What follows belongs to an exercise in optimizing a design on an open flow for small area, a short achievable clock period and few clock cycles per item; a production flow would make more cautious choices.
Function was not checked in any run shown here: the RTL went through the layout flow alone.
Power figures rest on the tool's default switching activity, not on a simulated workload.

`flow/run.sh`:
```
#!/bin/bash
# Standard layout, with plain buffers (instead of the default delay-cell
# buffers) on the ports.
set -e
export BUFFER_PORTS_ARGS="-buffer_cell sky130_fd_sc_hd__buf_1"
bash standard.sh > standard.log 2>&1
```
`standard.sh`:
```
#!/bin/bash
# synth_recipe.tcl (not shown) runs the flow's synth.tcl, then flattens the netlist and writes it again
# the make line also repeats each setting of config.mk as NAME=value (left out here)
make -C /OpenROAD-flow-scripts/flow DESIGN_CONFIG=/design/flow/config.mk WORK_HOME=/design/flow/orfs CLKGATE_MAP_FILE= SYNTH_SCRIPT=/design/flow/synth_recipe.tcl "${@:-finish}"
```
`config.mk`:
```
export PLATFORM = sky130hd
export DESIGN_NAME = kyber_noise_acc
export DESIGN_NICKNAME = kyber_noise_acc
export VERILOG_FILES = /design/flow/design.v
export SDC_FILE = /design/flow/constraint.sdc
export NUM_CORES = 4
export LEC_CHECK = 0
export ABC_AREA = 0
export CAP_MARGIN = 20
export CORE_MARGIN = 2
export CORE_UTILIZATION = 60
export CTS_BUF_LIST = sky130_fd_sc_hd__clkbuf_8
export CTS_CLUSTER_DIAMETER = 60
export CTS_CLUSTER_SIZE = 20
export SETUP_SLACK_MARGIN = 3.4
export SLEW_MARGIN = 20
```
`constraint.sdc`:
```
create_clock -name core_clock -period 6.0 [get_ports {clk}]
set_input_delay 1.2000 -clock core_clock [delete_from_list [all_inputs] [get_ports {clk}]]
set_output_delay 1.2000 -clock core_clock [all_outputs]
set_load 0.01 [all_outputs]
```
`design.v`:
```
`timescale 1ns/1ps
package kyber_params_pkg;
	localparam int KYBER_Q = 3329;  
	localparam int COEFF_W = 12;  
	localparam int LANES = 4;  
	localparam int NOISE_W = 25;
	localparam int ETA_SEL_BIT = NOISE_W - 1;
	typedef logic [COEFF_W-1:0] coeff_t;
	typedef logic [LANES*COEFF_W-1:0] poly_word_t;
	typedef logic [NOISE_W-1:0] noise_word_t;
endpackage
`timescale 1ns/1ps
package noise_acc_ctrl_pkg;
	localparam int WORDS_PER_POLY = 64;  
	localparam int WORD_IDX_W = $clog2(WORDS_PER_POLY);
	localparam int RING_LEN = 4;
	localparam int RING_LEN_W = $clog2(RING_LEN);
	localparam int RINGS = WORDS_PER_POLY / RING_LEN;
	localparam int NOISE_SAMPLE_W = 3;
	localparam int NOISE_ENC_W = 4 * NOISE_SAMPLE_W;  
	typedef logic [WORD_IDX_W-1:0] word_idx_t;
	typedef logic [NOISE_ENC_W-1:0] noise_enc_t;
endpackage
`timescale 1ns/1ps
module noise_acc_fsm
(
	input  logic clk,
	input  logic rst,
	input  logic start_i,
	input  logic noise_empty_i,
	input  logic poly_empty_i,
	input  logic last_i,       
	input  logic slot_i,       
	input  logic slot_next_i,  
	output logic idle_o,       
	output logic noise_req_o,
	output logic poly_req_o,
	output logic noise_take_o,  
	output logic poly_take_o,   
	output logic step_o
);
	logic noise_act_q;   
	logic poly_act_q;    
	logic noise_wait_q;  
	logic poly_wait_q;   
	logic noise_act_d;
	logic poly_act_d;
	assign idle_o = !noise_act_q && !poly_act_q;
	assign noise_req_o = !(noise_empty_i || noise_wait_q);
	assign poly_req_o  = !(poly_empty_i || poly_wait_q);
	assign noise_take_o = !noise_empty_i && (idle_o || (noise_act_q && slot_i));
	assign poly_take_o  = !poly_empty_i && poly_act_q && slot_i;
	assign step_o       = noise_take_o || poly_take_o;
	assign noise_act_d = start_i || (noise_act_q && !(noise_take_o && last_i));
	assign poly_act_d  = (noise_take_o && last_i) || (poly_act_q && !(poly_take_o && last_i));
	always_ff @(posedge clk) begin
		if (rst) begin
			noise_act_q  <= 1'b0;
			poly_act_q   <= 1'b0;
			noise_wait_q <= 1'b0;
			poly_wait_q  <= 1'b1;
		end else begin
			noise_act_q  <= noise_act_d;
			poly_act_q   <= poly_act_d;
			noise_wait_q <= !((noise_act_d && slot_next_i) || (!noise_act_d && !poly_act_d));
			poly_wait_q  <= !(poly_act_d && slot_next_i);
		end
	end
endmodule
`timescale 1ns/1ps
module word_counter
(
	input  logic                          clk,
	input  logic                          clr_i,   
	input  logic                          step_i,  
	output logic                          last_o,
	output logic                          slot_o,      
	output logic                          slot_next_o  
);
	noise_acc_ctrl_pkg::word_idx_t idx_q;  
	logic [noise_acc_ctrl_pkg::RING_LEN_W-1:0] mis_q;
	logic [noise_acc_ctrl_pkg::RING_LEN_W-1:0] mis_next;
	noise_acc_ctrl_pkg::word_idx_t idx;    
	assign idx      = clr_i ? '0 : idx_q;
	assign last_o   = &idx;
	assign mis_next = clr_i ? '0 : mis_q + noise_acc_ctrl_pkg::RING_LEN_W'(!step_i);
	assign slot_o      = mis_q == '0;
	assign slot_next_o = mis_next == '0;
	always_ff @(posedge clk) begin
		idx_q <= idx + noise_acc_ctrl_pkg::WORD_IDX_W'(step_i);
		mis_q <= mis_next;
	end
endmodule
`timescale 1ns/1ps
module cbd_sampler
(
	input  kyber_params_pkg::noise_word_t word_i,
	output noise_acc_ctrl_pkg::noise_enc_t samples_o
);
	for (genvar n = 0; n < kyber_params_pkg::LANES; n++) begin : g_lane
		logic [5:0] bits;
		assign bits = word_i[kyber_params_pkg::ETA_SEL_BIT]
			? {~word_i[6*n+3 +: 3], word_i[6*n +: 3]}
			: {1'b0, 1'b1, ~word_i[4*n+2 +: 2], word_i[4*n +: 2]};
		assign samples_o[n*noise_acc_ctrl_pkg::NOISE_SAMPLE_W +: noise_acc_ctrl_pkg::NOISE_SAMPLE_W] =
			3'(bits[0]) + 3'(bits[1]) + 3'(bits[2]) + 3'(bits[3]) + 3'(bits[4]) + 3'(bits[5]);
	end
endmodule
`timescale 1ns/1ps
module poly_ram
(
	input  logic                           clk,
	input  logic                           shift_i,
	input  noise_acc_ctrl_pkg::noise_enc_t wr_data_i,
	output noise_acc_ctrl_pkg::noise_enc_t rd_data_o
);
	localparam int RINGS = noise_acc_ctrl_pkg::RINGS;
	localparam int LEN   = noise_acc_ctrl_pkg::RING_LEN;
	noise_acc_ctrl_pkg::noise_enc_t ring [RINGS][LEN];
	for (genvar j = 0; j < RINGS; j++) begin : g_ring
		noise_acc_ctrl_pkg::noise_enc_t feed;
		if (j == 0) begin : g_head
			assign feed = wr_data_i;
		end else begin : g_link
			assign feed = ring[j-1][LEN-1];
		end
		always_ff @(posedge clk) begin
			ring[j][0] <= shift_i ? feed : ring[j][LEN-1];
			for (int i = 1; i < LEN; i++)
				ring[j][i] <= ring[j][i-1];
		end
	end
	assign rd_data_o = ring[RINGS-1][LEN-1];
endmodule
`timescale 1ns/1ps
module mod_q_adder
(
	input  kyber_params_pkg::poly_word_t   a_i,
	input  noise_acc_ctrl_pkg::noise_enc_t b_i,
	output kyber_params_pkg::poly_word_t   sum_o
);
	function automatic kyber_params_pkg::coeff_t add_mod_q(input kyber_params_pkg::coeff_t a, input logic [2:0] b);
		logic [2:0]  lo;
		logic        inc;
		logic        dec;
		logic [9:0]  ones;   
		logic [9:0]  zeros;  
		logic [11:0] raw;
		logic        wrap_lo;
		logic        wrap_hi;
		lo  = {1'b0, a[1:0]} + {1'b0, b[1:0]} + 3'd1;
		inc = lo[2] && b[2];
		dec = !lo[2] && !b[2];
		for (int k = 0; k < 10; k++) begin
			ones[k]  = &(a[11:2] | ~((10'd1 << k) - 10'd1));
			zeros[k] = ~|(a[11:2] & ((10'd1 << k) - 10'd1));
		end
		raw[1:0] = lo[1:0];
		for (int i = 2; i < 12; i++)
			raw[i] = a[i] ^ ((inc && ones[i-2]) || (dec && zeros[i-2]));
		wrap_lo = dec && a[11:2] == 10'h000;                                                       
		wrap_hi = lo[1:0] != 2'b00 && ((a[11:2] == 10'h340 && !dec) || (a[11:2] == 10'h33F && inc));  
		if (wrap_lo)
			add_mod_q = {3'b110, lo[1:0] == 2'b11, {6{lo[1:0] != 2'b11}}, lo[1:0] + 2'd1};  
		else if (wrap_hi)
			add_mod_q = {10'd0, lo[1:0] - 2'd1};
		else
			add_mod_q = raw;
	endfunction
	for (genvar n = 0; n < kyber_params_pkg::LANES; n++) begin : g_lane
		assign sum_o[n*kyber_params_pkg::COEFF_W +: kyber_params_pkg::COEFF_W] = add_mod_q(
			a_i[n*kyber_params_pkg::COEFF_W +: kyber_params_pkg::COEFF_W],
			b_i[n*noise_acc_ctrl_pkg::NOISE_SAMPLE_W +: noise_acc_ctrl_pkg::NOISE_SAMPLE_W]);
	end
endmodule
`timescale 1ns/1ps
module kyber_noise_acc
(
	input  logic        clk,
	input  logic        rst,
	input  logic        start_i,
	input  logic        noise_empty_i,
	output logic        noise_req_o,
	input  kyber_params_pkg::noise_word_t noise_i,
	input  logic        poly_empty_i,
	output logic        poly_req_o,
	input  kyber_params_pkg::poly_word_t  poly_i,
	output kyber_params_pkg::poly_word_t  sum_o,
	output logic        sum_valid_o,
	output logic        done_o
);
	logic       step;
	logic       last;
	logic       slot;
	logic       idle;
	logic       slot_next;
	logic       noise_take;
	logic       poly_take;
	logic       noise_req_q;  
	logic       poly_req_q;   
	logic       last_q;       
	noise_acc_ctrl_pkg::noise_enc_t samples;
	noise_acc_ctrl_pkg::noise_enc_t stored;
	kyber_params_pkg::poly_word_t   sum_next;
	noise_acc_fsm u_fsm (
		.clk           (clk),
		.rst           (rst),
		.start_i       (start_i),
		.noise_empty_i (noise_empty_i),
		.poly_empty_i  (poly_empty_i),
		.last_i        (last),
		.slot_i        (slot),
		.slot_next_i   (slot_next),
		.idle_o        (idle),
		.noise_req_o   (noise_req_o),
		.poly_req_o    (poly_req_o),
		.noise_take_o  (noise_take),
		.poly_take_o   (poly_take),
		.step_o        (step)
	);
	word_counter u_counter (
		.clk         (clk),
		.clr_i       (idle),
		.step_i      (step),
		.last_o      (last),
		.slot_o      (slot),
		.slot_next_o (slot_next)
	);
	always_ff @(posedge clk) begin
		if (rst) begin
			noise_req_q <= 1'b0;
			poly_req_q  <= 1'b0;
		end else begin
			noise_req_q <= noise_take;
			poly_req_q  <= poly_take;
		end
		last_q <= poly_take && last;
	end
	cbd_sampler u_sampler (
		.word_i    (noise_i),
		.samples_o (samples)
	);
	poly_ram u_ram (
		.clk       (clk),
		.shift_i   (noise_req_q || poly_req_q),
		.wr_data_i (samples),
		.rd_data_o (stored)
	);
	mod_q_adder u_adder (
		.a_i   (poly_i),
		.b_i   (stored),
		.sum_o (sum_next)
	);
	always_ff @(posedge clk) begin
		sum_o <= sum_next;
		if (rst) begin
			sum_valid_o <= 1'b0;
			done_o      <= 1'b0;
		end else begin
			sum_valid_o <= poly_req_q;
			done_o      <= !start_i && (done_o || (poly_req_q && last_q));
		end
	end
endmodule
```
==> results of run 1 <==
synthesized netlist by cell type, types with 5 or more instances:
| cell type | count |
|---|---|
| clkbuf_1 | 28 |
| buf_2 | 5 |
| o22ai_1 | 10 |
| nand3_1 | 11 |
| a31oi_1 | 11 |
| or3_1 | 8 |
| and2_1 | 5 |
| xor2_1 | 25 |
| nor2b_1 | 11 |
| a21oi_1 | 7 |
| o21ai_0 | 22 |
| nor4_1 | 7 |
| nor3b_1 | 8 |
| mux2i_1 | 16 |
| dfxtp_1 | 833 |
| nor3_1 | 17 |
| inv_1 | 45 |
| nor2_1 | 26 |
| ha_1 | 31 |
| xnor2_1 | 21 |
| or2_2 | 5 |
| fa_1 | 16 |
| nand2_1 | 52 |
| mux2_2 | 194 |
worst max-delay path: cells and delay by family:
family | cells | cell delay [ns]
fa+ha+maj | 3 | 0.57
simple gates | 3 | 1.10
buf+inv | 4 | 0.25
mux | 1 | 0.30
state kept, by name, indices dropped and copies added, names as in the netlist:
signal / count
poly_req_q: 1
last_q: 1
u_fsm.poly_wait_q: 1
sum_valid_o: 1
u_counter.idx_q: 6
u_fsm.poly_act_q: 1
sum_o: 48
u_counter.mis_q: 2
u_ram.ring: 768
u_fsm.noise_wait_q: 1
done_o: 1
u_fsm.noise_act_q: 1
noise_req_q: 1
power by group:
group / internal (mW) / switching, mW / total (mW)
Clock: 0.801 / 1.56 / 2.36
Sequential: 6.05 / 0.158 / 6.21
Combinational: 0.240 / 0.207 / 0.447
Total: 7.09 / 1.92 / 9.02
metal layers:
layer	up-vias	track usage (%)
met3	60	3.61
met4	0	5.77
met5	-	0
met1	4726	19.5
li1	5160	-
met2	156	24.7
cell usage in the layout (no fill, tap or decap), types with 6 or more instances in the layout:
cell type	instances
o21ai_0	6
o21ai_1	9
or3_1	7
nor3b_1	6
mux2_2	186
xnor2_1	20
clkbuf_8	51
inv_2	12
nor2b_1	11
mux2i_1	13
buf_1	121
ha_1	13
fa_2	12
nor4_4	6
ha_4	17
a31oi_1	10
mux2_4	9
a21oi_1	7
nor3_1	14
dfxtp_1	833
nand3_1	9
o22ai_1	9
nor2_2	6
nor2_1	18
inv_1	30
buf_4	28
nand2_1	50
xor2_1	24
through the flow:
| step | hold WS [ns] | util (%) | instance area (sq um) | std cells |
|---|---|---|---|---|
| 2_1_floorplan | 0.310 | - | 22400 | 1463 |
| 3_3_place_gp | 0.310 | 65.1 | 23300 | 2018 |
| 3_5_place_dp | 0.312 | 65.1 | 23300 | 2018 |
| 4_1_cts | 0.326 | 68.4 | 24400 | 2106 |
| 5_1_grt | 0.319 | 68.9 | 24600 | 2112 |
| 6_report | 0.322 | 68.9 | 24600 | 2112 |
logic make-up after synthesis:
kind of cell,Yosys count,share of synthesized area [%]
DFF,833,76.3
xor gates and xnor gates,46,1.84
AOI/OAI and AO/OA,67,1.95
buffers and inverters,82,1.47
adders and majority gates,47,3.24
muxes,211,10.8
and+or+nand+nor,177,4.39
timing repair:
item / 4_1_cts / 5_1_grt
cloned: 1 / 0
buffers inserted: 25 / 5
pin swaps: 28 / 24
setup endpoints to repair: 60 / 51
hold buffers: 0 / 0
resized for setup: 55 / 27
worst max path at each step:
| stage | end | slack (ns) | cells past startpoint |
|---|---|---|---|
| after floorplan | sum_o[13] | 2.44 | 11 |
| after global placement | u_ram.ring[0][10] | 1.85 | 8 |
| after detailed placement | u_ram.ring[0][10] | 1.79 | 8 |
| after CTS | sum_o[13] | 3.13 | 11 |
| after global routing | sum_o[13] | 3.12 | 11 |
| final | sum_o[13] | 3.11 | 11 |
layout make-up:
| class | count | area, sq um |
|---|---|---|
| Multi-Input combinational cell | 548 | 5460 |
| Tap cell | 461 | 577 |
| Clock buffer | 51 | 702 |
| Sequential cell | 833 | 16700 |
| Fill cell | 2574 | 11100 |
| Inverter | 45 | 214 |
| Clock inverter | 11 | 98.8 |
| Timing Repair Buffer | 163 | 891 |
==> out/metrics.cfg, run 1 <==
[placed_design]
gp_congestion = 0.807
port_buffers = 129
post-place-ws_ns = 1.79
dp_hpwl_um = 17100

[global_routing]
overflow = 0
grt_max_degree = 109
antenna_found_initial = 0
grt_use_total_pct = 15.1
grt_pass1_vias = 10100
grt_pass1_wl_um = 47400

[floorplanning]
rows = 69
initial_core_util_pct = 61.1
die_w_um = 195
dieArea_sq_um = 38000
ioPinCount = 130
core-area_sq_um = 35700
die_h_um = 195

[sta]
max_freq_mhz = 346
slew_viol_final = 0
slew-limit-headroom_pct = 47.5
fin_tns_setup_ns = 0
min_period_ns = 2.89
setup_violations = 0
worst_clock_skew_ns = 0.0185
final.setup.worst_slack_ns = 3.11
rsz0062_at_grt = true
hold_viol = 0
fin_crit_sh_pct = 48.2
worstMarginPinSlew_ns = 0.787

[detailed_routing]
via_count = 10100
viasPerCell = 4.78
wl_met1_um = 13500
wl_met2_um = 12600
ant_nets = 0
met3_length_um = 1140
wire_per_inst_um = 13.3
routed_wl_um = 28000
drtIter0Drc = 389
highest_layer = met4
drc = 0
first_pass_iters = 4

[final_layout]
n_antenna_cell = 0
nets = 1766
syn_to_final_growth_pct = 12.7
drive_gt1_share_pct = 24.5

[synth]
yosys.area.top_type = dfxtp_1
avgSynthCellArea_sq_um = 14.9
ys_seq_elements = 833
async_flop_share_pct = 0
yosysSeqAreaShare_pct = 76.3
synth_enable_flop_cells = 0
yosys.area.top_type_share_pct = 76.3
yosys.cell_types.count = 53
ys.flop_type = dfxtp_1
synth_nets = 1588
syn-cell-area_sq_um = 21900
ys.warnings.count = 6
synth_area_leaders = dfxtp_1, mux2_2, ha_1
syn_inst = 1463

[run]
drv_cap = 0

[setup_path]
end_kind = register
worstSetupPathType = in -> reg
required_ns = 6.52
cp-start-kind = primary input
cp-startpoint = poly_i[12]
regToRegSetupSlack_ns = 3.39
r2r-end = sum_o[13]
regToRegStartpoint = u_ram.ring[63][3]
cp_slowest_cell = or4b_4
r2r_cells = 10
max_stage_delay_ns = 0.46
arrival_ns = 3.42
cp_cell_sequence = buf_8 -> inv_12 -> ha_4 -> inv_2 -> fa_2 -> inv_2 -> ha_4 -> or4b_4 -> or3_4 -> or2_4 -> mux2_4
crit_fanout = 3

[clocking]
cts_buffer_depth = 3
cts_buffers = 50
h-tree-depth = 2
clkLatencyLatePin_ns = 0.64
cts.sinks = 833
clk_pin_slew_worst_paths_ns = 0.11
cts_root_buffer = clkbuf_8
cts_tree = done

[outcome]
status = no timing/DRC/antenna violations

[power]
power.total_mw = 9.02
power.leakage_nw = 10.1
peakVddDrop_mv = 0.281
p_per_area_nw_per_um2 = 366

[min_path]
holdCritPathClass = reg -> reg
holdPathStages = 0
whs_endpoint = u_ram.ring[57][10]
hold_start = u_ram.ring[56][10]

==> inputs of run 2 (changes only) <==
--- a/config.mk
+++ b/config.mk
@@ -5,7 +5,7 @@
 export SDC_FILE = /design/flow/constraint.sdc
 export NUM_CORES = 4
 export LEC_CHECK = 0
-export ABC_AREA = 0
+export ABC_AREA = 1
 export CAP_MARGIN = 20
 export CORE_MARGIN = 2
 export CORE_UTILIZATION = 60
==> out/metrics.cfg, run 2 <==
[sta]
hold_viol = 0
slew-limit-headroom_pct = 54.9
slew_viol_final = 0
worst_clock_skew_ns = 0.0220
min_period_ns = 2.68
max_freq_mhz = 373
fin_crit_sh_pct = 44.7
worstMarginPinSlew_ns = 0.676
fin_tns_setup_ns = 0
rsz0062_at_grt = true
setup_violations = 0

[final_layout]
largestRegisters = u_ram.ring (768), sum_o (48), u_counter.idx_q (6)
top_register = u_ram.ring
postLayoutCellArea_sq_um = 24400
largest_register_ffs = 768
drive_gt1_share_pct = 9.21
n_antenna_cell = 0
syn_to_final_growth_pct = 10.3
nets = 2178
final_cell_mix = dfxtp_1, nand2_1, inv_1, nor2_1, buf_1
fillers = 2904
final_common_cell = dfxtp_1

[synth]
ys.warnings.count = 6
synth.most_common_cell = dfxtp_1
async_flop_share_pct = 0
yosysSeqAreaShare_pct = 75.5
synth_nets = 2035
ys_seq_elements = 833
yosys.area.top_type = dfxtp_1
synth_area_leaders = dfxtp_1, nand2_1, inv_1
syn_inst = 1910
syn-cell-area_sq_um = 22100
yosys.area.top_type_share_pct = 75.5
synthTopCellsByCount = dfxtp_1, nand2_1, inv_1
yosys.cell_types.count = 38
synth_enable_flop_cells = 0
avgSynthCellArea_sq_um = 11.6
ys.flop_type = dfxtp_1

[placed_design]
port_buffers = 129
dp_hpwl_um = 19000
gp_congestion = 0.839
placed_area_sq_um = 23300

[setup_path]
end_kind = primary output
cp-start-kind = primary input
crit_fanout = 2
required_ns = 4.80
worstSetupPathType = in -> out
arrival_ns = 1.48

[detailed_routing]
met3_length_um = 1190
first_pass_iters = 4
wl_met2_um = 13200
ant_nets = 0
routed_wl_um = 30000
highest_layer = met4
viasPerCell = 4.61
drtIter0Drc = 415
wire_per_inst_um = 11.9
via_count = 11700
drc = 0
wl_met1_um = 15100

[clocking]
cts_root_buffer = clkbuf_8
cts_buffer_depth = 3
clkLatencyLatePin_ns = 0.66
cts.sinks = 833
cts_buffers = 51
h-tree-depth = 2
clk_pin_slew_worst_paths_ns = 0.11
cts_tree = done

[global_routing]
grt_pass1_wl_um = 51500
grt_use_total_pct = 16.0
antenna_found_initial = 0
overflow = 0
grt_pass1_vias = 11300
grt_max_degree = 177

[power]
power.leakage_nw = 10.9
p_per_area_nw_per_um2 = 444
peakVddDrop_mv = 0.295

[floorplanning]
die_w_um = 196
core-area_sq_um = 36400
ioPinCount = 130
dieArea_sq_um = 38400
initial_core_util_pct = 60.6
die_h_um = 196
rows = 70

[run]
drv_cap = 0

[min_path]
holdCritPathClass = reg -> reg

[outcome]
status = no timing/DRC/antenna violations

run 2: cell count changes in the layout (fill, tap and decap cells not counted), sizes merged, moves of 100 or more:
cell	change
nand2	+201
nor2	+133
mux2	-193
o21ai	+124
a21oi	+100
inv	+154
run 2: layout make-up:
type	instances	area [sq um]	share of cell area [%]
Sequential cell	833	16700	68.4
Inverter	197	797	3.27
Multi-Input combinational cell	832	4780	19.6
Timing Repair Buffer	138	682	2.80
Tap cell	468	586	2.40
Clock buffer	51	702	2.88
Clock inverter	13	154	0.631
run 2: cell families after synthesis:
logic type               count (synthesis)  share of synthesized area [%]
flip-flops                             833                           75.5
AND/OR/NAND/NOR                        495                           9.78
AO/OA/AOI/OAI                          256                           5.84
buffers and inverters                  245                           4.30
adder cells (fa/ha/maj)                 47                           3.20
XOR/XNOR                                32                           1.30
multiplexers                             2                          0.102
run 2: critical path: stages:
cell	delay, ns
buf_6	0.10
nor2_4	0.08
buf_6	0.11
run 2: final timing paths:
kind / start / end / slack, ns / cells after the start
worst max-delay path: noise_empty_i / noise_req_o / 3.32 / 3
worst min-delay path: u_ram.ring[0][10] / u_ram.ring[1][10] / 0.32 / 0
worst max register to register: u_ram.ring[63][9] / sum_o[39] / 3.72 / 12
worst min register to register: u_ram.ring[0][10] / u_ram.ring[1][10] / 0.32 / 0
run 2: power breakdown:
group	leakage, nW	switching (mW)	internal [mW]	total, mW
sequential	7.01	0.388	7.02	7.41
clock	0.434	1.60	0.859	2.46
combinational	3.44	0.568	0.388	0.956
run 2: stage by stage:
stage / power [mW] / utilization [%] / setup slack, ns / instances / hold WS, ns
2_1_floorplan: 8.11 / - / 2.80 / 1910 / 0.310
3_3_place_gp: 8.43 / 63.9 / 2.04 / 2461 / 0.309
3_5_place_dp: 8.50 / 63.9 / 1.99 / 2461 / 0.312
4_1_cts: 11.0 / 66.4 / 3.31 / 2527 / 0.327
5_1_grt: 11.4 / 66.9 / 3.29 / 2532 / 0.321
6_report: 10.8 / 66.9 / 3.32 / 2532 / 0.324
run 2: timing repair:
action | 4_1_cts | 5_1_grt
setup endpoints to repair | 14 | 14
cloned | 0 | 2
hold buffers | 0 | 0
gates resized for setup | 15 | 17
buffers inserted | 2 | 2
pin swaps | 2 | 2
run 2: routing by layer:
metal	GRT usage (%)	vias to the layer above
met1	21.9	5302
met2	25.5	128
met4	4.69	0
met3	3.83	49
met5	0	-
li1	-	6188
==> inputs of run 3 (changes only) <==
--- a/design.v
+++ b/design.v
@@ -148,7 +148,9 @@
 		logic [11:0] raw;
 		logic        wrap_lo;
 		logic        wrap_hi;
-		lo  = {1'b0, a[1:0]} + {1'b0, b[1:0]} + 3'd1;
+		lo[0] = !(a[0] ^ b[0]);
+		lo[1] = a[1] ^ b[1] ^ (a[0] | b[0]);
+		lo[2] = (a[1] & b[1]) | ((a[1] | b[1]) & (a[0] | b[0]));
 		inc = lo[2] && b[2];
 		dec = !lo[2] && !b[2];
 		for (int k = 0; k < 10; k++) begin
--- a/config.mk
+++ b/config.mk
@@ -5,7 +5,7 @@
 export SDC_FILE = /design/flow/constraint.sdc
 export NUM_CORES = 4
 export LEC_CHECK = 0
-export ABC_AREA = 1
+export ABC_AREA = 0
 export CAP_MARGIN = 20
 export CORE_MARGIN = 2
 export CORE_UTILIZATION = 60
==> out/metrics.cfg, run 3 <==
[outcome]
status = no timing/DRC/antenna violations

[setup_path]
cp_slowest_cell = fa_2
cp-startpoint = poly_i[24]
r2r-end = sum_o[25]
cp_cell_sequence = buf_8 -> inv_12 -> ha_4 -> inv_2 -> fa_2 -> inv_2 -> ha_4 -> nand3b_1 -> nor3_4 -> a21oi_2 -> mux2i_1 -> mux2_4
crit_path_end = sum_o[25]
worstSetupPathType = in -> reg
cp_num_cells = 12
r2r_cells = 11
required_ns = 6.52
end_kind = register
worst-path-buf-inv = 4
cp-start-kind = primary input
arrival_ns = 3.24
crit_family = adder cells
regToRegSetupSlack_ns = 3.56
regToRegStartpoint = u_ram.ring[63][6]
crit_fanout = 2
max_stage_delay_ns = 0.53

[synth]
synth_area_leaders = dfxtp_1, mux2_2, ha_1
yosys.cell_types.count = 62
ys.flop_type = dfxtp_1
syn_inst = 1485
synth_simple_gate_area_share_pct = 4.84
ys.warnings.count = 6
avgSynthCellArea_sq_um = 14.8
yosys.area.top_type = dfxtp_1
synth_nets = 1610
syn-cell-area_sq_um = 22000
synth_compound_area_share_pct = 1.86
synth_top_family_by_area = multiplexers
synthTopCellsByCount = dfxtp_1, mux2_2, nand2_1
synth.most_common_cell = dfxtp_1
synth_mux_area_share_pct = 11.0
ys_seq_elements = 833
async_flop_share_pct = 0
synth_xor_area_share_pct = 1.67
yosys.area_share.adder_pct = 3.22
yosys.area.top_type_share_pct = 75.9
yosysSeqAreaShare_pct = 75.9
synth_enable_flop_cells = 0

[detailed_routing]
first_pass_iters = 4
wl_met1_um = 13700
via_count = 10300
wire_per_inst_um = 13.2
wl_met2_um = 12600
viasPerCell = 4.80
ant_nets = 0
drc = 0
routed_wl_um = 28100
met3_length_um = 1220
drtIter0Drc = 261
highest_layer = met4

[global_routing]
overflow = 0
antenna_found_initial = 0
grt_use_total_pct = 14.7
grt_pass1_vias = 9951
grt_max_degree = 57
grt_pass1_wl_um = 46900

[final_layout]
largest_register_ffs = 768
nets = 1786
final_common_cell = dfxtp_1
regArea_sq_um = 16700
multi_input_area_sq_um = 5530
top_register = u_ram.ring
final_cell_mix = dfxtp_1, mux2_2, buf_1, nand2_1, clkbuf_8
postLayoutCellArea_sq_um = 24800
n_antenna_cell = 0
largestRegisters = u_ram.ring (768), sum_o (48), u_counter.idx_q (6)
drive_gt1_share_pct = 24.7
fillers = 2629
syn_to_final_growth_pct = 12.7

[min_path]
holdCritPathClass = reg -> reg

[sta]
slew_viol_final = 0
max_freq_mhz = 367
hold_viol = 0
setup_violations = 0
fin_crit_sh_pct = 45.4
worst_clock_skew_ns = 0.0110
slew-limit-headroom_pct = 50.6
min_period_ns = 2.72
worstMarginPinSlew_ns = 0.741
fin_tns_setup_ns = 0
rsz0062_at_grt = true

[floorplanning]
ioPinCount = 130
dieArea_sq_um = 38200
die_w_um = 195
initial_core_util_pct = 60.5
die_h_um = 195
rows = 70
core-area_sq_um = 36300

[clocking]
clk_pin_slew_worst_paths_ns = 0.11
clkLatencyLatePin_ns = 0.63
h-tree-depth = 2
cts.sinks = 833
cts_buffers = 49
cts_tree = done
cts_buffer_depth = 3
cts_root_buffer = clkbuf_8
cts_hold_buf = 0

[placed_design]
dp_hpwl_um = 17100
gp_congestion = 0.817
placed_area_sq_um = 23300
port_buffers = 129

[power]
switching_power_mw = 1.90
p_comb_share_pct = 4.9
power_frac_seq_pct = 68.3
power.leakage_nw = 10.2
intPower_mw = 7.19
peakVddDrop_mv = 0.331
p_per_area_nw_per_um2 = 367
power.total_mw = 9.09
pwr-share-clk_pct = 26.8
switching_share_pct = 20.9

[run]
drv_cap = 0

==> run 3: how the worst min path moves through the flow <==
stage / from / endpoint / slack [ns] / depth (start not counted)
after global placement: u_ram.ring[44][11] / u_ram.ring[45][11] / 0.31 / 0
after CTS: u_ram.ring[6][10] / u_ram.ring[7][10] / 0.33 / 0
after floorplan: u_ram.ring[9][0] / u_ram.ring[10][0] / 0.31 / 0
after detailed placement: u_ram.ring[1][2] / u_ram.ring[2][2] / 0.31 / 0
after global routing: u_ram.ring[56][4] / u_ram.ring[57][4] / 0.33 / 0
final: u_ram.ring[13][7] / u_ram.ring[14][7] / 0.33 / 0
==> run 3: kinds of logic after synthesis <==
logic type / Yosys count
fa+ha+maj: 47
mux: 216
compound gates: 61
buf+inv: 86
flops: 833
xor+xnor: 42
simple gates: 200
==> run 3: layout make-up <==
cell class,count,area share [%]
flip-flops and latches,833,67.3
multi-input cells,568,22.3
clock buffers,53,2.94
inverters,46,0.899
well taps,468,2.36
repair buffers,163,3.71
clock inverters,8,0.455
==> run 3: timing repair <==
action,CTS,global route
pin swaps,23,32
resized for setup,54,44
buffers inserted,17,11
gates cloned,2,2
setup endpoints to repair,60,51
==> run 3: per-layer routing <==
| metal | vias up | global-route usage, % |
|---|---|---|
| li1 | 5228 | - |
| met1 | 4828 | 20.1 |
| met2 | 164 | 23.2 |
| met3 | 54 | 3.59 |
| met4 | 0 | 5.06 |
| met5 | - | 0 |
==> run 3: power by group through the flow <==
stage                     Clock [mW]  Combinational, mW  Sequential, mW
after CTS                       2.55              0.438            6.22
final                           2.43              0.445            6.21
after detailed placement           0              0.414            6.34
after global placement             0              0.403            6.33
after global routing            2.74              0.498            6.27
after floorplan                    0              0.296            6.28
==> run 3: per-stage QoR <==
stage | cells | setup slack (ns) | hold WS, ns | util [%]
2_1_floorplan | 1485 | 2.70 | 0.310 | -
3_3_place_gp | 2045 | 1.85 | 0.310 | 64.0
3_5_place_dp | 2045 | 1.77 | 0.312 | 64.0
4_1_cts | 2125 | 3.23 | 0.332 | 67.3
5_1_grt | 2139 | 3.26 | 0.334 | 68.2
6_report | 2139 | 3.28 | 0.327 | 68.2
==> inputs of run 4 (changes only) <==
--- a/design.v
+++ b/design.v
@@ -148,9 +148,7 @@
 		logic [11:0] raw;
 		logic        wrap_lo;
 		logic        wrap_hi;
-		lo[0] = !(a[0] ^ b[0]);
-		lo[1] = a[1] ^ b[1] ^ (a[0] | b[0]);
-		lo[2] = (a[1] & b[1]) | ((a[1] | b[1]) & (a[0] | b[0]));
+		lo  = {1'b0, a[1:0]} + {1'b0, b[1:0]} + 3'd1;
 		inc = lo[2] && b[2];
 		dec = !lo[2] && !b[2];
 		for (int k = 0; k < 10; k++) begin
==> flow/run.sh (replaced) <==
#!/bin/bash
# Standard layout, with plain buffers (instead of the default delay-cell
# buffers) on the ports, and a clock tree without dummy balancing loads.
set -e
export BUFFER_PORTS_ARGS="-buffer_cell sky130_fd_sc_hd__buf_1"
export CTS_ARGS="-sink_clustering_enable -repair_clock_nets -sink_clustering_size 20 -sink_clustering_max_diameter 60 -buf_list sky130_fd_sc_hd__clkbuf_8 -dont_use_dummy_load"
bash standard.sh > standard.log 2>&1
--- a/config.mk
+++ b/config.mk
@@ -5,7 +5,7 @@
 export SDC_FILE = /design/flow/constraint.sdc
 export NUM_CORES = 4
 export LEC_CHECK = 0
-export ABC_AREA = 0
+export ABC_AREA = 1
 export CAP_MARGIN = 20
 export CORE_MARGIN = 2
 export CORE_UTILIZATION = 60
==> out/metrics.cfg, run 4 <==
[clocking]
cts_root_buffer = clkbuf_8
cts.sinks = 833
cts_tree = done
cts_buffers = 51
h-tree-depth = 2
cts_hold_buf = 0
cts_buffer_depth = 3
clk_pin_slew_worst_paths_ns = 0.11
clkLatencyLatePin_ns = 0.64

[detailed_routing]
ant_nets = 0
drtIter0Drc = 493
viasPerCell = 4.63
via_count = 11700
drc = 0
first_pass_iters = 4
routed_wl_um = 30000
wire_per_inst_um = 11.9

[setup_path]
end_kind = register
crit_fanout = 6
r2r-end = sum_o[39]
required_ns = 6.57
regToRegStartpoint = u_ram.ring[63][9]
cp_cell_sequence = buf_16 -> buf_8 -> o21ai_4 -> ha_4 -> fa_1 -> fa_2 -> inv_2 -> fa_1 -> o21ai_1
cp-start-kind = primary input
cp_slowest_cell = fa_1
max_stage_delay_ns = 0.51
arrival_ns = 3.30
crit_top_cell = fa_1
r2r_cells = 12
worst-path-buf-inv = 3
regToRegSetupSlack_ns = 3.71
crit_family = adder cells
cp-startpoint = noise_i[24]
worstSetupPathType = in -> reg

[synth]
synth.most_common_cell = dfxtp_1
yosysSeqAreaShare_pct = 75.5
async_flop_share_pct = 0
yosys.cell_types.count = 38
ys_seq_elements = 833
syn-cell-area_sq_um = 22100
ys.flop_type = dfxtp_1
synth_enable_flop_cells = 0
yosys.area.top_type_share_pct = 75.5
synth_nets = 2035
yosys.area.top_type = dfxtp_1
avgSynthCellArea_sq_um = 11.6
ys.warnings.count = 6
syn_inst = 1910
synthTopCellsByCount = dfxtp_1, nand2_1, inv_1
synth_area_leaders = dfxtp_1, nand2_1, inv_1

[final_layout]
n_antenna_cell = 0
drive_gt1_share_pct = 8.92
largest_register_ffs = 768
top_register = u_ram.ring
final_cells = 2520
nets = 2179
postLayoutCellArea_sq_um = 24200
syn_to_final_growth_pct = 9.63
final_cell_mix = dfxtp_1, nand2_1, inv_1, nor2_1, buf_1
largestRegisters = u_ram.ring (768), sum_o (48), u_counter.idx_q (6)
multi_input_area_sq_um = 4790
fin_util_pct = 66.5
regArea_sq_um = 16700
fillers = 2920
final_common_cell = dfxtp_1

[floorplanning]
initial_core_util_pct = 60.6
die_h_um = 196
dieArea_sq_um = 38400
ioPinCount = 130
die_w_um = 196
core-area_sq_um = 36400
rows = 70

[min_path]
holdPathStages = 0
holdCritPathClass = reg -> reg
hold_start = u_ram.ring[0][10]
whs_endpoint = u_ram.ring[1][10]

[outcome]
status = no timing/DRC/antenna violations

[sta]
max_freq_mhz = 367
slew_viol_final = 0
setup_violations = 0
worst_clock_skew_ns = 0.0536
slew-limit-headroom_pct = 52.1
hold_viol = 0
whs_ns = 0.274
fin_tns_setup_ns = 0
fin_crit_sh_pct = 45.5
min_period_ns = 2.73
rsz0062_at_grt = true
worstMarginPinSlew_ns = 0.718

[placed_design]
placed_area_sq_um = 23300
dpl.cell_count = 2461
dp_hpwl_um = 19000
port_buffers = 129
gp_congestion = 0.839

[power]
power.leakage_nw = 10.8
peakVddDrop_mv = 0.295
p_per_area_nw_per_um2 = 439

[global_routing]
overflow = 0
grt_max_degree = 177
antenna_found_initial = 0
grt_use_total_pct = 16.0
grt_pass1_vias = 11300
grt_pass1_wl_um = 51400

[run]
drv_cap = 0

run 4: per-stage QoR:
step / worst slack (ns) / total power [mW]
after global routing: 3.25 / 11.2
after CTS: 3.31 / 10.8
after floorplan: 2.80 / 8.11
after global placement: 2.04 / 8.43
final: 3.27 / 10.6
after detailed placement: 1.99 / 8.50
run 4: worst max path at each step:
stage | to | slack, ns | depth (start not counted)
3_3_place_gp | u_ram.ring[0][10] | 2.04 | 10
2_1_floorplan | u_ram.ring[0][10] | 2.80 | 10
6_report | u_ram.ring[0][7] | 3.27 | 9
4_1_cts | poly_req_o | 3.31 | 3
3_5_place_dp | u_ram.ring[0][4] | 1.99 | 10
5_1_grt | u_ram.ring[0][7] | 3.25 | 10
run 4: area by class of cell:
class,instances,area share [%]
clock buffer,51,2.90
multi-input combinational,832,19.8
sequential,833,68.8
tap,468,2.42
timing repair buffer,139,2.80
inverter,197,3.27
run 4: logic make-up after synthesis:
logic type                 share of synthesized area, %
buffers and inverters                              4.30
adders and majority gates                          3.20
muxes                                             0.102
and+or+nand+nor                                    9.78
AOI/OAI and AO/OA                                  5.84
DFF                                                75.5
xor gates and xnor gates                           1.30
run 4: per-layer routing:
metal	vias up	track usage (%)	wire length [um]
met1	5317	22.0	15000
met4	0	4.71	627
met2	129	25.3	13300
met5	-	0	0
met3	54	3.76	1160
li1	6169	-	-
run 4: where the power goes:
part	internal (mW)	switching (mW)	total, mW
clock	0.766	1.49	2.26
sequential	7.02	0.388	7.41
combinational	0.389	0.570	0.959
run 4: repair_timing:
action,4_1_cts,5_1_grt
hold endpoints to repair,0,0
setup endpoints to repair,15,13
setup buffers,2,4
resized for setup,16,26
pin swaps,2,17
cloned,0,1
==> inputs of run 5 (changes only) <==
--- a/design.v
+++ b/design.v
@@ -103,7 +103,7 @@
 			? {~word_i[6*n+3 +: 3], word_i[6*n +: 3]}
 			: {1'b0, 1'b1, ~word_i[4*n+2 +: 2], word_i[4*n +: 2]};
 		assign samples_o[n*noise_acc_ctrl_pkg::NOISE_SAMPLE_W +: noise_acc_ctrl_pkg::NOISE_SAMPLE_W] =
-			3'(bits[0]) + 3'(bits[1]) + 3'(bits[2]) + 3'(bits[3]) + 3'(bits[4]) + 3'(bits[5]);
+			3'(bits[0]) + 3'(bits[1]) + 3'(bits[2]) + 3'(bits[3]) + 3'(bits[4]) + 3'(bits[5]) - 3'd3;
 	end
 endmodule
 `timescale 1ns/1ps
@@ -140,7 +140,8 @@
 	output kyber_params_pkg::poly_word_t   sum_o
 );
 	function automatic kyber_params_pkg::coeff_t add_mod_q(input kyber_params_pkg::coeff_t a, input logic [2:0] b);
-		logic [2:0]  lo;
+		logic [1:0]  lo;
+		logic        c2;
 		logic        inc;
 		logic        dec;
 		logic [9:0]  ones;   
@@ -148,22 +149,24 @@
 		logic [11:0] raw;
 		logic        wrap_lo;
 		logic        wrap_hi;
-		lo  = {1'b0, a[1:0]} + {1'b0, b[1:0]} + 3'd1;
-		inc = lo[2] && b[2];
-		dec = !lo[2] && !b[2];
+		lo[0] = a[0] ^ b[0];
+		lo[1] = a[1] ^ b[1] ^ (a[0] & b[0]);
+		c2    = (a[1] & b[1]) | ((a[1] ^ b[1]) & a[0] & b[0]);
+		inc   = !b[2] && c2;
+		dec   = b[2] && !c2;
 		for (int k = 0; k < 10; k++) begin
 			ones[k]  = &(a[11:2] | ~((10'd1 << k) - 10'd1));
 			zeros[k] = ~|(a[11:2] & ((10'd1 << k) - 10'd1));
 		end
-		raw[1:0] = lo[1:0];
+		raw[1:0] = lo;
 		for (int i = 2; i < 12; i++)
 			raw[i] = a[i] ^ ((inc && ones[i-2]) || (dec && zeros[i-2]));
-		wrap_lo = dec && a[11:2] == 10'h000;                                                       
-		wrap_hi = lo[1:0] != 2'b00 && ((a[11:2] == 10'h340 && !dec) || (a[11:2] == 10'h33F && inc));  
+		wrap_lo = dec && a[11:2] == 10'h000;                                                  
+		wrap_hi = !b[2] && lo != 2'b00 && (a[11:2] == 10'h340 || (a[11:2] == 10'h33F && c2));  
 		if (wrap_lo)
-			add_mod_q = {3'b110, lo[1:0] == 2'b11, {6{lo[1:0] != 2'b11}}, lo[1:0] + 2'd1};  
+			add_mod_q = {3'b110, lo == 2'b11, {6{lo != 2'b11}}, lo + 2'd1};  
 		else if (wrap_hi)
-			add_mod_q = {10'd0, lo[1:0] - 2'd1};
+			add_mod_q = {10'd0, lo - 2'd1};
 		else
 			add_mod_q = raw;
 	endfunction
==> out/metrics.cfg, run 5 <==
[sta]
rsz0062_at_grt = true
hold_viol = 0
setup_violations = 0
final.setup.worst_slack_ns = 3.08
fin_crit_sh_pct = 48.6
worstMarginPinSlew_ns = 0.841
slew_viol_final = 0
slew-limit-headroom_pct = 43.9
worst_clock_skew_ns = 0.0896
max_freq_mhz = 343
fin_tns_setup_ns = 0
min_period_ns = 2.92

[floorplanning]
dieArea_sq_um = 38800
initial_core_util_pct = 61.1
ioPinCount = 130
die_h_um = 197
core-area_sq_um = 36600
rows = 70
die_w_um = 197

[synth]
yosys.cell_types.count = 38
ys.flop_type = dfxtp_1
synth_compound_area_share_pct = 5.73
synthTopCellsByCount = dfxtp_1, nand2_1, o21ai_0
synth_mux_area_share_pct = 0.196
synth_nets = 2103
ys.warnings.count = 6
yosysSeqAreaShare_pct = 74.6
synth.most_common_cell = dfxtp_1
syn_inst = 1974
synth_simple_gate_area_share_pct = 10.5
syn-cell-area_sq_um = 22400
synth_xor_area_share_pct = 1.37
synth_top_family_by_area = simple AND/OR/NAND/NOR gates
synth_enable_flop_cells = 0
yosys.area.top_type = dfxtp_1
ys_seq_elements = 833
yosys.area.top_type_share_pct = 74.6
async_flop_share_pct = 0
synth_area_leaders = dfxtp_1, nand2_1, o21ai_0
yosys.area_share.adder_pct = 3.12
avgSynthCellArea_sq_um = 11.3

[final_layout]
nets = 2246
final_common_cell = dfxtp_1
top_register = u_ram.ring
n_antenna_cell = 0
drive_gt1_share_pct = 7.28
syn_to_final_growth_pct = 8.94
largestRegisters = u_ram.ring (768), sum_o (48), u_counter.idx_q (6)
final_cell_mix = dfxtp_1, nand2_1, o21ai_0, inv_1, buf_1
largest_register_ffs = 768

[detailed_routing]
viasPerCell = 4.67
routed_wl_um = 30200
via_count = 12100
drtIter0Drc = 490
drc = 0
ant_nets = 0
wire_per_inst_um = 11.7
first_pass_iters = 5

[clocking]
cts_buffer_depth = 3
cts.sinks = 833
clk_pin_slew_worst_paths_ns = 0.11
cts_hold_buf = 0
cts_root_buffer = clkbuf_8
cts_buffers = 51
clkLatencyLatePin_ns = 0.66
cts_tree = done
h-tree-depth = 2

[placed_design]
dp_hpwl_um = 18100
port_buffers = 129
post-place-ws_ns = 1.56
gp_congestion = 0.842

[setup_path]
end_kind = register
required_ns = 6.46
crit_fanout = 7
arrival_ns = 3.38
worstSetupPathType = in -> reg
cp-start-kind = primary input

[global_routing]
grt_use_total_pct = 16.3
antenna_found_initial = 0
grt_pass1_vias = 11900
grt_max_degree = 197
grt_pass1_wl_um = 53300
overflow = 0

[power]
p_per_area_nw_per_um2 = 434
pwr-share-clk_pct = 21.2
p_comb_share_pct = 8.8
power_frac_seq_pct = 70.0
peakVddDrop_mv = 0.334
switching_power_mw = 2.42
intPower_mw = 8.17
switching_share_pct = 22.8
power.leakage_nw = 10.5

[min_path]
holdCritPathClass = reg -> reg

[outcome]
status = no timing/DRC/antenna violations

[run]
drv_cap = 0

## run 5: cell families after synthesis
family | Yosys count
buffers and inverters | 260
multiplexers | 4
adder cells (fa/ha/maj) | 51
flip-flops | 833
AO/OA/AOI/OAI | 250
XOR/XNOR | 35
AND/OR/NAND/NOR | 541
## run 5: layout make-up
type,count,area [sq um]
Fill cell,2844,12300
Tap cell,468,586
Sequential cell,833,16700
Inverter,214,812
Clock buffer,51,702
Multi-Input combinational cell,881,4930
Timing Repair Buffer,136,653
## run 5: what timing repair did
| action | 4_1_cts | 5_1_grt |
|---|---|---|
| hold endpoints to repair | 0 | 0 |
| gates resized for setup | 26 | 10 |
| setup buffers | 3 | 0 |
| pin swaps | 6 | 1 |
| gates cloned | 2 | 0 |
| endpoints found under the setup margin | 58 | 49 |
## run 5: worst paths after layout
path,from,endpoint,slack [ns],cells after the start
setup / recovery,noise_i[24],u_ram.ring[0][4],3.08,11
hold / removal,u_ram.ring[54][2],u_ram.ring[55][2],0.25,0
setup reg to reg,poly_req_q,u_ram.ring[44][4],3.67,5
hold reg to reg,u_ram.ring[54][2],u_ram.ring[55][2],0.25,0
## run 5: worst max-delay path, stage by stage
cell and delay (ns):
buf_16 0.12, mux2_4 0.31, ha_4 0.26, inv_2 0.04
ha_4 0.26, fa_1 0.40, inv_1 0.07, ha_1 0.13
inv_1 0.05, fa_2 0.51, o21ai_1 0.05
## run 5: power groups by stage
stage	combinational (mW)	sequential (mW)	clock, mW
floorplan	0.660	7.43	0
global placement	0.909	7.49	0
detailed placement	0.927	7.54	0
CTS	0.949	7.43	2.37
global route	1.12	7.56	2.55
finish	0.936	7.40	2.24
## run 5: stage by stage
step / cell area, sq um / instances / hold WS (ns) / util, % / power [mW]
after floorplan: 22600 / 1974 / 0.310 / - / 8.09
after global placement: 23500 / 2527 / 0.310 / 64.1 / 8.40
after detailed placement: 23500 / 2527 / 0.312 / 64.1 / 8.47
after CTS: 24300 / 2583 / 0.240 / 66.4 / 10.8
after global routing: 24400 / 2583 / 0.245 / 66.5 / 11.2
final: 24400 / 2583 / 0.246 / 66.5 / 10.6
## run 5: routing by layer
layer / wire (um) / GRT usage [%]
met1: 15200 / 22.3
met3: 1280 / 3.62
met5: 0 / 0
met4: 710 / 5.68
met2: 12900 / 25.6
==> inputs of run 6 (changes only) <==
--- a/design.v
+++ b/design.v
@@ -103,7 +103,7 @@
 			? {~word_i[6*n+3 +: 3], word_i[6*n +: 3]}
 			: {1'b0, 1'b1, ~word_i[4*n+2 +: 2], word_i[4*n +: 2]};
 		assign samples_o[n*noise_acc_ctrl_pkg::NOISE_SAMPLE_W +: noise_acc_ctrl_pkg::NOISE_SAMPLE_W] =
-			3'(bits[0]) + 3'(bits[1]) + 3'(bits[2]) + 3'(bits[3]) + 3'(bits[4]) + 3'(bits[5]) - 3'd3;
+			3'(bits[0]) + 3'(bits[1]) + 3'(bits[2]) + 3'(bits[3]) + 3'(bits[4]) + 3'(bits[5]);
 	end
 endmodule
 `timescale 1ns/1ps
@@ -140,8 +140,7 @@
 	output kyber_params_pkg::poly_word_t   sum_o
 );
 	function automatic kyber_params_pkg::coeff_t add_mod_q(input kyber_params_pkg::coeff_t a, input logic [2:0] b);
-		logic [1:0]  lo;
-		logic        c2;
+		logic [2:0]  lo;
 		logic        inc;
 		logic        dec;
 		logic [9:0]  ones;   
@@ -149,24 +148,22 @@
 		logic [11:0] raw;
 		logic        wrap_lo;
 		logic        wrap_hi;
-		lo[0] = a[0] ^ b[0];
-		lo[1] = a[1] ^ b[1] ^ (a[0] & b[0]);
-		c2    = (a[1] & b[1]) | ((a[1] ^ b[1]) & a[0] & b[0]);
-		inc   = !b[2] && c2;
-		dec   = b[2] && !c2;
+		lo  = {1'b0, a[1:0]} + {1'b0, b[1:0]} + 3'd1;
+		inc = lo[2] && b[2];
+		dec = !lo[2] && !b[2];
 		for (int k = 0; k < 10; k++) begin
 			ones[k]  = &(a[11:2] | ~((10'd1 << k) - 10'd1));
 			zeros[k] = ~|(a[11:2] & ((10'd1 << k) - 10'd1));
 		end
-		raw[1:0] = lo;
+		raw[1:0] = lo[1:0];
 		for (int i = 2; i < 12; i++)
 			raw[i] = a[i] ^ ((inc && ones[i-2]) || (dec && zeros[i-2]));
-		wrap_lo = dec && a[11:2] == 10'h000;                                                  
-		wrap_hi = !b[2] && lo != 2'b00 && (a[11:2] == 10'h340 || (a[11:2] == 10'h33F && c2));  
+		wrap_lo = dec && a[11:2] == 10'h000;                                                       
+		wrap_hi = lo[1:0] != 2'b00 && ((a[11:2] == 10'h340 && !dec) || (a[11:2] == 10'h33F && inc));  
 		if (wrap_lo)
-			add_mod_q = {3'b110, lo == 2'b11, {6{lo != 2'b11}}, lo + 2'd1};  
+			add_mod_q = {3'b110, lo[1:0] == 2'b11, {6{lo[1:0] != 2'b11}}, lo[1:0] + 2'd1};  
 		else if (wrap_hi)
-			add_mod_q = {10'd0, lo - 2'd1};
+			add_mod_q = {10'd0, lo[1:0] - 2'd1};
 		else
 			add_mod_q = raw;
 	endfunction
==> flow/run.sh (replaced) <==
#!/bin/bash
# Standard layout, with three changes:
# - synthesis maps logic with an area-oriented ABC script (flow/synth.tcl),
# - plain buffers (instead of the default delay-cell buffers) on the ports,
# - a clock tree without dummy balancing loads.
set -e
export FLOW_WORK=$PWD
export FLOW_ABC_SCRIPT=$PWD/flow/abc_area_map.script
export BUFFER_PORTS_ARGS="-buffer_cell sky130_fd_sc_hd__buf_1"
export CTS_ARGS="-sink_clustering_enable -repair_clock_nets -sink_clustering_size 20 -sink_clustering_max_diameter 60 -buf_list sky130_fd_sc_hd__clkbuf_8 -dont_use_dummy_load"
sed "s#SYNTH_SCRIPT=[^ ]*#SYNTH_SCRIPT=$PWD/flow/synth.tcl#" standard.sh > flow_standard.sh
bash flow_standard.sh > standard.log 2>&1
==> flow/abc_area_map.script (new file) <==
strash
&get -n
&st
&synch2
&put
dch -f
amap
topo
stime -c
==> flow/synth.tcl (new file) <==
# The standard flow's synthesis (synth_recipe.tcl in the work folder), with the ABC
# mapping script replaced by the area-oriented one in this folder.
proc abc {args} {
  set i [lsearch -exact $args -script]
  if {$i >= 0} { lset args [expr {$i + 1}] $::env(FLOW_ABC_SCRIPT) }
  yosys abc {*}$args
}
source $::env(FLOW_WORK)/synth_recipe.tcl
--- a/config.mk
+++ b/config.mk
@@ -12,5 +12,5 @@
 export CTS_BUF_LIST = sky130_fd_sc_hd__clkbuf_8
 export CTS_CLUSTER_DIAMETER = 60
 export CTS_CLUSTER_SIZE = 20
-export SETUP_SLACK_MARGIN = 3.4
+export SETUP_SLACK_MARGIN = 3.3
 export SLEW_MARGIN = 20
==> out/metrics.cfg, run 6 <==
[final_layout]
drive_gt1_share_pct = 13.9
final_common_cell = dfxtp_1
syn_to_final_growth_pct = 14.5
fillers = 2468
final_cells = 2183
final_cell_mix = dfxtp_1, o22a_1, buf_1, nor2_1, clkinv_1
top_register = u_ram.ring
n_antenna_cell = 0
largestRegisters = u_ram.ring (768), sum_o (48), u_counter.idx_q (6)
largest_register_ffs = 768
nets = 1855

[setup_path]
cp_slowest_cell = fa_2
crit_family = adder cells
crit_fanout = 3
required_ns = 6.46
cp_cell_sequence = buf_8 -> clkinv_8 -> ha_4 -> fa_2 -> clkinv_2 -> ha_4 -> nand2_4 -> or3_4 -> nor4_4 -> o2111ai_2 -> clkinv_2 -> o22ai_2 -> a22o_1
end_kind = register
worst-path-buf-inv = 4
worstSetupPathType = in -> reg
max_stage_delay_ns = 0.37
arrival_ns = 3.25
cp-start-kind = primary input

[synth]
synth_top_family_by_area = compound AO/OA/AOI/OAI gates
async_flop_share_pct = 0
synth_nets = 1629
synthTopCellsByCount = dfxtp_1, o22a_1, clkinv_1
synth.most_common_cell = dfxtp_1
synth_xor_area_share_pct = 0
yosys.cell_types.count = 32
ys_seq_elements = 833
synth_area_leaders = dfxtp_1, o22a_1, ha_1
synth_compound_area_share_pct = 11.5
syn-cell-area_sq_um = 21000
yosysSeqAreaShare_pct = 79.2
avgSynthCellArea_sq_um = 14.0
syn_inst = 1504
yosys.area_share.adder_pct = 3.37
yosys.area.top_type_share_pct = 79.2
synth_mux_area_share_pct = 0
ys.warnings.count = 6
ys.flop_type = dfxtp_1
synth_simple_gate_area_share_pct = 4.01
yosys.area.top_type = dfxtp_1
synth_enable_flop_cells = 0

[power]
power.total_mw = 11.1
power.leakage_nw = 9.40
p_per_area_nw_per_um2 = 462
peakVddDrop_mv = 0.291

[clocking]
cts.sinks = 833
clk_pin_slew_worst_paths_ns = 0.11
cts_root_buffer = clkbuf_8
h-tree-depth = 2
cts_tree = done
cts_buffer_depth = 3
cts_buffers = 50
clkLatencyLatePin_ns = 0.60

[detailed_routing]
drtIter0Drc = 368
routed_wl_um = 29600
via_count = 10900
ant_nets = 0
viasPerCell = 5.01
first_pass_iters = 4
wire_per_inst_um = 13.6
drc = 0

[placed_design]
post-place-ws_ns = 1.76
port_buffers = 129
dpl.cell_count = 2092
gp_congestion = 0.879
dp_hpwl_um = 17100

[global_routing]
antenna_found_initial = 0
overflow = 0
grt_pass1_wl_um = 49300
grt_pass1_vias = 10600
grt_use_total_pct = 16.1
grt_max_degree = 105

[floorplanning]
die_w_um = 191
dieArea_sq_um = 36600
ioPinCount = 130
initial_core_util_pct = 60.9
core-area_sq_um = 34500
rows = 68
die_h_um = 191

[sta]
fin_crit_sh_pct = 46.5
worst_clock_skew_ns = 0.0445
hold_viol = 0
min_period_ns = 2.79
worstMarginPinSlew_ns = 0.898
fin_tns_setup_ns = 0
whs_ns = 0.278
rsz0062_at_grt = true
final.setup.worst_slack_ns = 3.21
slew_viol_final = 0
slew-limit-headroom_pct = 40.1
setup_violations = 0
max_freq_mhz = 358

[outcome]
status = no timing/DRC/antenna violations

[run]
drv_cap = 0

[min_path]
holdCritPathClass = reg -> reg

[run 6: cell count changes in the layout (fill, tap and decap cells not counted), moves of 17 or more]
cell,delta
a21oi_1,+28
buf_4,+34
clkinv_1,+64
inv_1,-201
nand2_1,-325
nand3_1,-56
nor2_1,+36
o21ai_0,-182
o22a_1,+187
o22ai_1,+17
xor2_1,-24
[run 6: timing repair]
action                                  in CTS  in global routing
resized for setup                           49                 78
endpoints found under the setup margin      59                 57
gates cloned                                 2                  2
buffers inserted                            28                  9
hold buffers                                 0                  0
pin swaps                                   27                 37
[run 6: power breakdown]
part           total [mW]  switching (mW)  internal [mW]
Combinational        1.09           0.517          0.568
Clock                2.20            1.45          0.753
Sequential           7.84           0.539           7.30
[run 6: cells by family (layout without fill, tap and decap cells)]
logic type,Yosys count,after routing
compound gates,326,326
simple gates,195,195
buf+inv,103,327
flops,833,833
fa+ha+maj,47,47
[run 6: per-stage QoR]
step | instance area, sq um | util, %
final | 24100 | 69.7
after global routing | 24100 | 69.7
after CTS | 23700 | 68.6
after detailed placement | 22600 | 65.4
after global placement | 22600 | 65.4
after floorplan | 21500 | -
[run 6: area by class of cell]
type / count / area [sq um] / area share (%)
Inverter: 103 / 536 / 2.22
Clock buffer: 50 / 688 / 2.86
Timing Repair Buffer: 171 / 926 / 3.84
Tap cell: 455 / 569 / 2.36
Sequential cell: 833 / 16700 / 69.3
Timing Repair inverter: 3 / 20.0 / 0.0831
Multi-Input combinational cell: 568 / 4670 / 19.4
[run 6: per-layer routing]
metal	track usage (%)	part of all wire [%]
met5	0	0
met4	4.82	2.0
met3	3.03	4.8
met2	24.8	42
met1	23.3	51
[run 6: worst paths after layout]
path | slack [ns] | from | endpoint | depth (start not counted)
hold reg to reg | 0.28 | u_ram.ring[0][6] | u_ram.ring[1][6] | 0
setup / recovery | 3.21 | poly_i[36] | sum_o[37] | 13
setup reg to reg | 3.46 | u_ram.ring[63][9] | sum_o[37] | 12
hold / removal | 0.28 | u_ram.ring[0][6] | u_ram.ring[1][6] | 0

-- port drivers added, routing unchanged --
The results above use ideal ports. As a check the final layouts listed here were re-extracted and re-timed, cells and wires unchanged.
Step 1, drivers: a clkbuf_16 drives clk and a buf_2 each remaining input, both assumed.
Step 2, shift: input delay + t, output delay - t, t = (earliest + latest rising clock arrival at the registers) / 2. This alone moves slack from input paths to output paths.
Three values: no drivers, after step 1, after step 2; two values: the first two.
run | t, ns | setup slack, ns | worst hold slack (ns) | worst setup path at the end | slew at the worst register clock pin (ns)
run 1 | 0.679 | 3.107 / 3.116 / 2.437 | 0.322 / 0.322 / 0.322 | input to register | 0.11 / 0.11
run 2 | 0.694 | 3.316 / 3.283 / 2.614 | 0.324 / 0.324 / 0.324 | input to register | 0.11 / 0.11
run 3 | 0.671 | 3.278 / 3.200 / 2.529 | 0.327 / 0.327 / 0.327 | input to register | 0.11 / 0.11
run 4 | 0.664 | 3.272 / 3.203 / 2.539 | 0.274 / 0.274 / 0.274 | input to register | 0.11 / 0.11
run 5 | 0.669 | 3.084 / 2.960 / 2.291 | 0.246 / 0.246 / 0.246 | input to register | 0.11 / 0.11
run 6 | 0.611 | 3.210 / 3.161 / 2.550 | 0.278 / 0.278 / 0.278 | input to register | 0.11 / 0.11
After both steps every run listed still meets setup and hold. For run 5, which loses most, drivers alone change the setup slack by -0.124 ns; drivers and shift together by -0.793 ns.
